Context: an optimization exercise on an open-source flow, tuned for small area, a short achievable clock period and few clock cycles per item. The choices shown serve that exercise and are no tape-out recipe. Only simulation tests tie the RTL to the original design; equivalence was not proved.

<file path="design/flow/design.v">
package md5_block_engine_pkg;
  localparam logic [31:0] IV_H0 = 32'h67452301;
  localparam logic [31:0] IV_H1 = 32'hefcdab89;
  localparam logic [31:0] IV_H2 = 32'h98badcfe;
  localparam logic [31:0] IV_H3 = 32'h10325476;
endpackage
module md5_block_engine_step (
  input  logic [31:0] q,
  input  logic [31:0] b,
  input  logic [31:0] c,
  input  logic [31:0] d,
  input  logic [3:0]  rsel,
  output logic [31:0] b_new
);
  logic [31:0] f;
  logic [31:0] sum;
  logic [31:0] rot;
  always_comb begin
    case (rsel[3:2])
      2'd0:    f = (b & c) | (~b & d);
      2'd1:    f = (b & d) | (c & ~d);
      2'd2:    f = b ^ c ^ d;
      default: f = c ^ (b | ~d);
    endcase
  end
  assign sum = q + f;
  always_comb begin
    case (rsel)
      4'd0:    rot = {sum[24:0], sum[31:25]};   
      4'd1:    rot = {sum[19:0], sum[31:20]};   
      4'd2:    rot = {sum[14:0], sum[31:15]};   
      4'd3:    rot = {sum[9:0],  sum[31:10]};   
      4'd4:    rot = {sum[26:0], sum[31:27]};   
      4'd5:    rot = {sum[22:0], sum[31:23]};   
      4'd6:    rot = {sum[17:0], sum[31:18]};   
      4'd7:    rot = {sum[11:0], sum[31:12]};   
      4'd8:    rot = {sum[27:0], sum[31:28]};   
      4'd9:    rot = {sum[20:0], sum[31:21]};   
      4'd10:   rot = {sum[15:0], sum[31:16]};   
      4'd11:   rot = {sum[8:0],  sum[31:9]};    
      4'd12:   rot = {sum[25:0], sum[31:26]};   
      4'd13:   rot = {sum[21:0], sum[31:22]};   
      4'd14:   rot = {sum[16:0], sum[31:17]};   
      default: rot = {sum[10:0], sum[31:11]};   
    endcase
  end
  assign b_new = b + rot;
endmodule
import md5_block_engine_pkg::*;
module md5_block_engine (
  input  logic         clk_i,
  input  logic         rst_ni,
  input  logic         init_i,
  input  logic         msg_valid_i,
  output logic         msg_ready_o,
  input  logic [31:0]  msg_i,
  output logic         busy_o,
  output logic         hash_valid_o,
  output logic [127:0] hash_o
);
  function logic [31:0] md5_bswap(input logic [31:0] w);
    md5_bswap = {w[7:0], w[15:8], w[23:16], w[31:24]};
  endfunction
  function logic [31:0] md5_t(input logic [5:0] i);
    case (i)
      6'd0: md5_t = 32'hd76aa478;
      6'd1: md5_t = 32'he8c7b756;
      6'd2: md5_t = 32'h242070db;
      6'd3: md5_t = 32'hc1bdceee;
      6'd4: md5_t = 32'hf57c0faf;
      6'd5: md5_t = 32'h4787c62a;
      6'd6: md5_t = 32'ha8304613;
      6'd7: md5_t = 32'hfd469501;
      6'd8: md5_t = 32'h698098d8;
      6'd9: md5_t = 32'h8b44f7af;
      6'd10: md5_t = 32'hffff5bb1;
      6'd11: md5_t = 32'h895cd7be;
      6'd12: md5_t = 32'h6b901122;
      6'd13: md5_t = 32'hfd987193;
      6'd14: md5_t = 32'ha679438e;
      6'd15: md5_t = 32'h49b40821;
      6'd16: md5_t = 32'hf61e2562;
      6'd17: md5_t = 32'hc040b340;
      6'd18: md5_t = 32'h265e5a51;
      6'd19: md5_t = 32'he9b6c7aa;
      6'd20: md5_t = 32'hd62f105d;
      6'd21: md5_t = 32'h02441453;
      6'd22: md5_t = 32'hd8a1e681;
      6'd23: md5_t = 32'he7d3fbc8;
      6'd24: md5_t = 32'h21e1cde6;
      6'd25: md5_t = 32'hc33707d6;
      6'd26: md5_t = 32'hf4d50d87;
      6'd27: md5_t = 32'h455a14ed;
      6'd28: md5_t = 32'ha9e3e905;
      6'd29: md5_t = 32'hfcefa3f8;
      6'd30: md5_t = 32'h676f02d9;
      6'd31: md5_t = 32'h8d2a4c8a;
      6'd32: md5_t = 32'hfffa3942;
      6'd33: md5_t = 32'h8771f681;
      6'd34: md5_t = 32'h6d9d6122;
      6'd35: md5_t = 32'hfde5380c;
      6'd36: md5_t = 32'ha4beea44;
      6'd37: md5_t = 32'h4bdecfa9;
      6'd38: md5_t = 32'hf6bb4b60;
      6'd39: md5_t = 32'hbebfbc70;
      6'd40: md5_t = 32'h289b7ec6;
      6'd41: md5_t = 32'heaa127fa;
      6'd42: md5_t = 32'hd4ef3085;
      6'd43: md5_t = 32'h04881d05;
      6'd44: md5_t = 32'hd9d4d039;
      6'd45: md5_t = 32'he6db99e5;
      6'd46: md5_t = 32'h1fa27cf8;
      6'd47: md5_t = 32'hc4ac5665;
      6'd48: md5_t = 32'hf4292244;
      6'd49: md5_t = 32'h432aff97;
      6'd50: md5_t = 32'hab9423a7;
      6'd51: md5_t = 32'hfc93a039;
      6'd52: md5_t = 32'h655b59c3;
      6'd53: md5_t = 32'h8f0ccc92;
      6'd54: md5_t = 32'hffeff47d;
      6'd55: md5_t = 32'h85845dd1;
      6'd56: md5_t = 32'h6fa87e4f;
      6'd57: md5_t = 32'hfe2ce6e0;
      6'd58: md5_t = 32'ha3014314;
      6'd59: md5_t = 32'h4e0811a1;
      6'd60: md5_t = 32'hf7537e82;
      6'd61: md5_t = 32'hbd3af235;
      6'd62: md5_t = 32'h2ad7d2bb;
      6'd63: md5_t = 32'heb86d391;
      default: md5_t = 32'h0;
    endcase
  endfunction
  function logic [3:0] md5_pos(input logic [5:0] i);
    case (i[5:4])
      2'd0:    md5_pos = 4'd0;
      2'd1:    md5_pos = 4'd15 - {i[1:0], 2'b00};
      2'd2:    md5_pos = 4'd11 - {i[2:0], 1'b0};
      default: md5_pos = 4'd1 - 4'(i[3:0] * 4'd6);
    endcase
  endfunction
  function logic [31:0] md5_iv_fin(input logic [1:0] k);
    case (k)
      2'd0:    md5_iv_fin = IV_H0;
      2'd1:    md5_iv_fin = IV_H3;
      2'd2:    md5_iv_fin = IV_H2;
      default: md5_iv_fin = IV_H1;
    endcase
  endfunction
  logic [1:0] rst_sync_q;
  logic       rst_n;
  always_ff @(posedge clk_i or negedge rst_ni) begin
    if (!rst_ni) rst_sync_q <= 2'b00;
    else         rst_sync_q <= {rst_sync_q[0], 1'b1};
  end
  assign rst_n = rst_sync_q[1];
  logic        ready_q, busy_q, hash_valid_q;
  logic [3:0]  wcnt_q, rel_q;
  logic        acc_q, init0_q, comp_q;
  logic [5:0]  pidx_q;
  logic        qv_q, bub_q, last4_q;
  logic [3:0]  rsel_q;
  logic        fin_v_q;
  logic [1:0]  fin_i_q;
  logic        blk_iv_q, h_iv_q;
  logic        xfer, first, prep, prep0, iv0, fin, fin_next;
  logic [3:0]  wcnt_d, rel_d;
  logic        comp_d, ready_d;
  assign xfer     = msg_valid_i & ready_q;
  assign first    = (wcnt_q == 4'd0);
  assign prep     = (pidx_q[5:4] == 2'd0) ? acc_q : ~bub_q;
  assign prep0    = acc_q & (pidx_q == 6'd0);
  assign iv0      = init0_q | h_iv_q;
  assign fin      = fin_v_q & (fin_i_q == 2'd3);
  assign fin_next = fin_v_q & (fin_i_q == 2'd2);
  assign wcnt_d = xfer ? wcnt_q + 4'd1 : wcnt_q;
  assign rel_d  = (xfer & first) ? 4'd1 : rel_q + 4'd1;
  assign comp_d = (xfer & first) | (comp_q & ~fin);
  always_comb begin
    if (wcnt_d == 4'd0) ready_d = ~comp_d | fin_next;
    else                ready_d = (rel_d == wcnt_d);
  end
  always_ff @(posedge clk_i or negedge rst_n) begin
    if (!rst_n) begin
      ready_q      <= 1'b0;
      busy_q       <= 1'b0;
      hash_valid_q <= 1'b0;
      wcnt_q       <= 4'd0;
      rel_q        <= 4'd0;
      acc_q        <= 1'b0;
      init0_q      <= 1'b0;
      comp_q       <= 1'b0;
      pidx_q       <= 6'd0;
      qv_q         <= 1'b0;
      bub_q        <= 1'b0;
      last4_q      <= 1'b0;
      rsel_q       <= 4'd0;
      fin_v_q      <= 1'b0;
      fin_i_q      <= 2'd0;
      blk_iv_q     <= 1'b0;
      h_iv_q       <= 1'b1;
    end else begin
      ready_q      <= ready_d;
      busy_q       <= (busy_q & ~fin) | (xfer & (wcnt_q == 4'd15));
      hash_valid_q <= fin;
      wcnt_q       <= wcnt_d;
      rel_q        <= rel_d;
      acc_q        <= xfer;
      init0_q      <= xfer & first & init_i;
      comp_q       <= comp_d;
      qv_q         <= prep;
      bub_q        <= prep & (pidx_q == 6'd47);
      fin_v_q      <= qv_q & last4_q;
      fin_i_q      <= rsel_q[1:0];
      if (prep) begin
        pidx_q  <= pidx_q + 6'd1;
        rsel_q  <= {pidx_q[5:4], pidx_q[1:0]};
        last4_q <= (pidx_q[5:2] == 4'hf);
      end
      if (prep0)  blk_iv_q <= iv0;
      if (fin)    h_iv_q   <= 1'b0;
    end
  end
  assign msg_ready_o  = ready_q;
  assign busy_o       = busy_q;
  assign hash_valid_o = hash_valid_q;
  logic [31:0] ring_q [16];
  always_ff @(posedge clk_i) begin
    ring_q[0] <= xfer ? md5_bswap(msg_i) : ring_q[15];
    for (int k = 1; k < 16; k++) ring_q[k] <= ring_q[k-1];
  end
  logic [3:0]  pos;
  logic [31:0] m_w;
  assign pos = md5_pos(pidx_q);
  always_comb begin
    m_w = 32'h0;
    for (int k = 0; k < 16; k++) begin
      if ((k == 0 || k % 2 == 1) && pos == 4'(k)) m_w = m_w | ring_q[k];
    end
  end
  logic [31:0] a_q, b_q, c_q, d_q, q_q;
  logic [31:0] h_q [4];           
  logic [31:0] a_op, x_w, h_op, h_sum;
  assign a_op = qv_q ? d_q : ((prep0 & iv0) ? IV_H0 : a_q);
  md5_block_engine_step u_step (
    .q     (q_q),
    .b     (b_q),
    .c     (c_q),
    .d     (d_q),
    .rsel  (rsel_q),
    .b_new (x_w)
  );
  assign h_op  = blk_iv_q ? md5_iv_fin(fin_i_q) : h_q[0];
  assign h_sum = h_op + b_q;
  always_ff @(posedge clk_i) begin
    if (prep) q_q <= a_op + m_w + md5_t(pidx_q);
    if (qv_q) begin
      a_q <= d_q;
      b_q <= x_w;
      c_q <= b_q;
      d_q <= c_q;
    end else if (fin) begin
      a_q <= h_q[1];
      b_q <= h_sum;
      c_q <= h_q[3];
      d_q <= h_q[2];
    end else if (prep0 & iv0) begin
      a_q <= IV_H0;
      b_q <= IV_H1;
      c_q <= IV_H2;
      d_q <= IV_H3;
    end
    if (fin_v_q) begin
      h_q[0] <= h_q[1];
      h_q[1] <= h_q[2];
      h_q[2] <= h_q[3];
      h_q[3] <= h_sum;
    end
  end
  assign hash_o = {md5_bswap(h_q[0]), md5_bswap(h_q[3]), md5_bswap(h_q[2]), md5_bswap(h_q[1])};
endmodule
</file>
<file path="design/flow/run.sh">
#!/bin/bash
# synth_recipe.tcl (not shown) runs the flow's synth.tcl, then flattens the netlist and writes it again
# the make line also repeats each setting of config.mk as NAME=value (left out here)
make -C /OpenROAD-flow-scripts/flow DESIGN_CONFIG=/design/flow/config.mk WORK_HOME=/design/flow/orfs CLKGATE_MAP_FILE= SYNTH_SCRIPT=/design/flow/synth_recipe.tcl finish
</file>
<file path="design/flow/config.mk">
export PLATFORM = sky130hd
export DESIGN_NAME = md5_block_engine
export DESIGN_NICKNAME = md5_block_engine
export VERILOG_FILES = /design/flow/design.v
export SDC_FILE = /design/flow/constraint.sdc
export NUM_CORES = 4
export LEC_CHECK = 0
export CAP_MARGIN = 20
export CORE_MARGIN = 2
export CORE_UTILIZATION = 40
export SLEW_MARGIN = 20
</file>
<file path="design/flow/constraint.sdc">
create_clock -name core_clock -period 10.0 [get_ports {clk_i}]
set_input_delay 2.0000 -clock core_clock [delete_from_list [all_inputs] [get_ports {clk_i}]]
set_output_delay 2.0000 -clock core_clock [all_outputs]
set_load 0.01 [all_outputs]
</file>
==> results.txt <==
==> worst paths after layout <==
kind / to / startpoint / slack (ns) / cells after the start
worst max-delay path: b_q[30] / rsel_q[2] / 1.21 / 28
worst min-delay path: ring_q[3][31] / ring_q[2][31] / 0.31 / 0
worst max register to register: b_q[30] / rsel_q[2] / 1.21 / 28
worst min register to register: ring_q[3][31] / ring_q[2][31] / 0.31 / 0
max in group asynchronous: rst_sync_q[1] / rst_ni / 8.40 / 1
min in group asynchronous: hash_valid_q / rst_sync_q[1] / 0.33 / 1
==> through the flow <==
step | area [µm²] | util (%) | hold slack, ns
floorplan | 39460 | - | 0.3096
global placement | 42910 | 43.73 | 0.3098
detailed placement | 42910 | 43.73 | 0.3121
CTS | 45930 | 46.80 | 0.3164
global route | 45940 | 46.82 | 0.3233
finish | 45940 | 46.82 | 0.3106
==> state kept, by name, indices dropped and copies added (netlist names), 6 cells and up <==
signal / cells
q_q: 32
d_q: 32
c_q: 32
pidx_q: 6
h_q: 128
a_q: 32
b_q: 32
ring_q: 512
==> cells by family after synthesis <==
| family | Yosys count |
|---|---|
| multiplexers | 43 |
| adder cells (fa/ha/maj) | 194 |
| AND/OR/NAND/NOR | 1042 |
| other | 1 |
| flip-flops | 834 |
| buffers and inverters | 414 |
| XOR/XNOR | 140 |
| AO/OA/AOI/OAI | 1393 |
==> layer usage <==
layer,up-vias,track usage (%),wire length (µm)
li1,15360,-,-
met1,16610,38.61,62150
met2,1748,42.18,62270
met3,383,5.775,13510
met4,0,11.41,6613
met5,-,0,0
==> cell usage in the layout, fill, tap and decap left out, types with 74 or more instances in the layout <==
cell             netlist  routed
dfxtp_1              544     544
nand2_1              402     401
a21oi_1              323     322
o21ai_0              307     306
nor2_1               293     280
edfxtp_1             256     256
clkdlybuf4s50_1        0     166
ha_1                 155     155
inv_1                151     151
buf_4                  3     130
nor3_1               116     115
a221oi_1             113     113
clkbuf_16              0      90
xnor2_1               87      84
a22oi_1               77      77
nand3_1               74      74
==> layout make-up <==
class / instances / area, µm² / area share (%)
Multi-Input combinational cell: 2813 / 18540 / 40.35
Sequential cell: 834 / 19450 / 42.33
Clock buffer: 115 / 2507 / 5.458
Inverter: 158 / 594.3 / 1.294
Clock inverter: 45 / 509.2 / 1.108
Timing Repair Buffer: 301 / 2738 / 5.959
Tap cell: 1287 / 1610 / 3.505
==> results.txt <==
- DP HPWL: 103,300 µm
- Largest family of logic cells by synthesized area: compound AO/OA/AOI/OAI gates
- Max incr delay on CP: 0.69 ns
- Hold Crit Class: reg -> reg
- Period utilization: 87.93%
- Clock transition at path regs: 0.06 ns
- Count of cell types in the netlist: 104
- CTS resizes: 0
- Grt total ovfl: 0
- Fin crit period: 8.793 ns
- DR vias/cell: 6.142
- Max Fclk: 0.1137 GHz
- Yosys warns: 4
- Final WL: 144,500 µm
- Mean Syn Cell Area: 9.717 µm²
- Routed Antenna Nets: 0
- Worst slack, placed: 1.560 ns
- Final Worst Setup Slack: 1.207 ns
- Main synth FF type: dfxtp_1
- Post-synthesis mux area share: 1.237%
- CP Class: reg -> reg
- Die H: 318.1 µm
- Crit-path leading delay family: compound AO/OA/AOI/OAI gates
- Clock latency (worst-skew pair): 0.68 ns
- Final Hold Violating Endpoints: 0
- Initial Util: 40.21%
- Largest cells by area after synthesis: dfxtp_1, edfxtp_1, ha_1, a21oi_1, o21ai_0
- DRT iter0 DRCs: 4,214
- Area growth, synth to finish: 16.43%
- CORE AREA: 98,130 µm²
- Mapped Area: 39,460 µm²
- GP Congestion: 1.002
- GR Util All Layers: 27.81%
- Crit path DAT: 9.19 ns
- Unrepaired setup endpoints after global routing: false
- Post-synth EDFFs: 256
- Synth Area in XOR/XNOR: 3.203%
- PortBufs: 166
- Synth Instances: 4,061
- WL/cell: 26.03 µm
- Fill count: 9,177
- Via count: 34,100
- Nets@finish: 4,424
- Largest net degree at the start of global routing: 146
- CTS Hold Bufs: 0
- First-pass GRT wire length: 213,400 µm
- Crit-path slowest cell: inv_1
- Final setup vio count: 0
- Initial antenna violation count: 2
- Number of global-route vias before repair: 32,220
- Post-synth net total: 4,291
- N_diodes: 0
- Synth Area in Simple Gates: 11.73%
- Final Non-Filler Cells: 5,553
- Pre-Repair DR Iteration Count: 7
- Compound-Gate Fraction of Synth Area: 23.62%
- Synthesized flop and latch total: 834
- Cell Rows: 115
- Worst rel slew slack: 25.17%
- Fin Setup TNS: 0 ns
- Die area: 101,200 µm²
- Clock tree sinks: 834
- Slew Limit Fails: 0
- Clk root buf: clkbuf_16
- H-tree level count: 3
- Slew @ Worst Pin: 1.116 ns
- Worst setup EP type: flop
- Worst path required time: 10.40 ns
- Max-cap viol count: 0
- Post-route DRC: 0
- Status: finished clean
- Post-Synth Adder-Cell Area: 6.893%
- Asr flop ratio synth: 4.077%
- Synth top area share: 27.60%
- Most common cell in the netlist: dfxtp_1
- Placed instance count: 5,393
- Max clock buf depth: 3
- Fin Clk Skew: 0.04591 ns
- Setup Buffers After CTS: 0
- Die width: 318.1 µm
- CP startpoint kind: flop
- CTS tree: built
- Layout cells sized above 1: 9.447%
- Register area share after synthesis: 49.24%
- TritonCTS Buffers: 86
- Post-synth top area cell: dfxtp_1
- Worst path bufs/invs: 3
- Max Fanout on Critical Path: 25
- Synth cell count leaders: dfxtp_1, nand2_1, a21oi_1, o21ai_0, nor2_1
- IO Pins: 167
Testbench counts, summed over its fixed seeds: cycles 34,344, blocks 512.

[separate check: timing with driven ports]
Ports are ideal in the flow. The routed layout listed here was re-timed in OpenROAD. Step 1 assumes that a clkbuf_16 drives the clock port and a buf_2 every other input. Step 2, shift: input delay + t, output delay - t, t = (earliest + latest rising clock arrival at the registers) / 2. This alone moves slack from input paths to output paths. Three values: ideal, step 1, step 2; two values: the first two.
t (ns): 0.732
slack for setup (ns): 1.207 / 1.207 / 1.207
clock arrival spread, ns: 0.047 / 0.047
worst slew at a driven data input, ns: 0.05
cell pins on the clock port's net: 1
After both steps this run still meets setup and hold. The setup slack of this run moves by 0.000 ns with the drivers and by 0.000 ns with both steps.
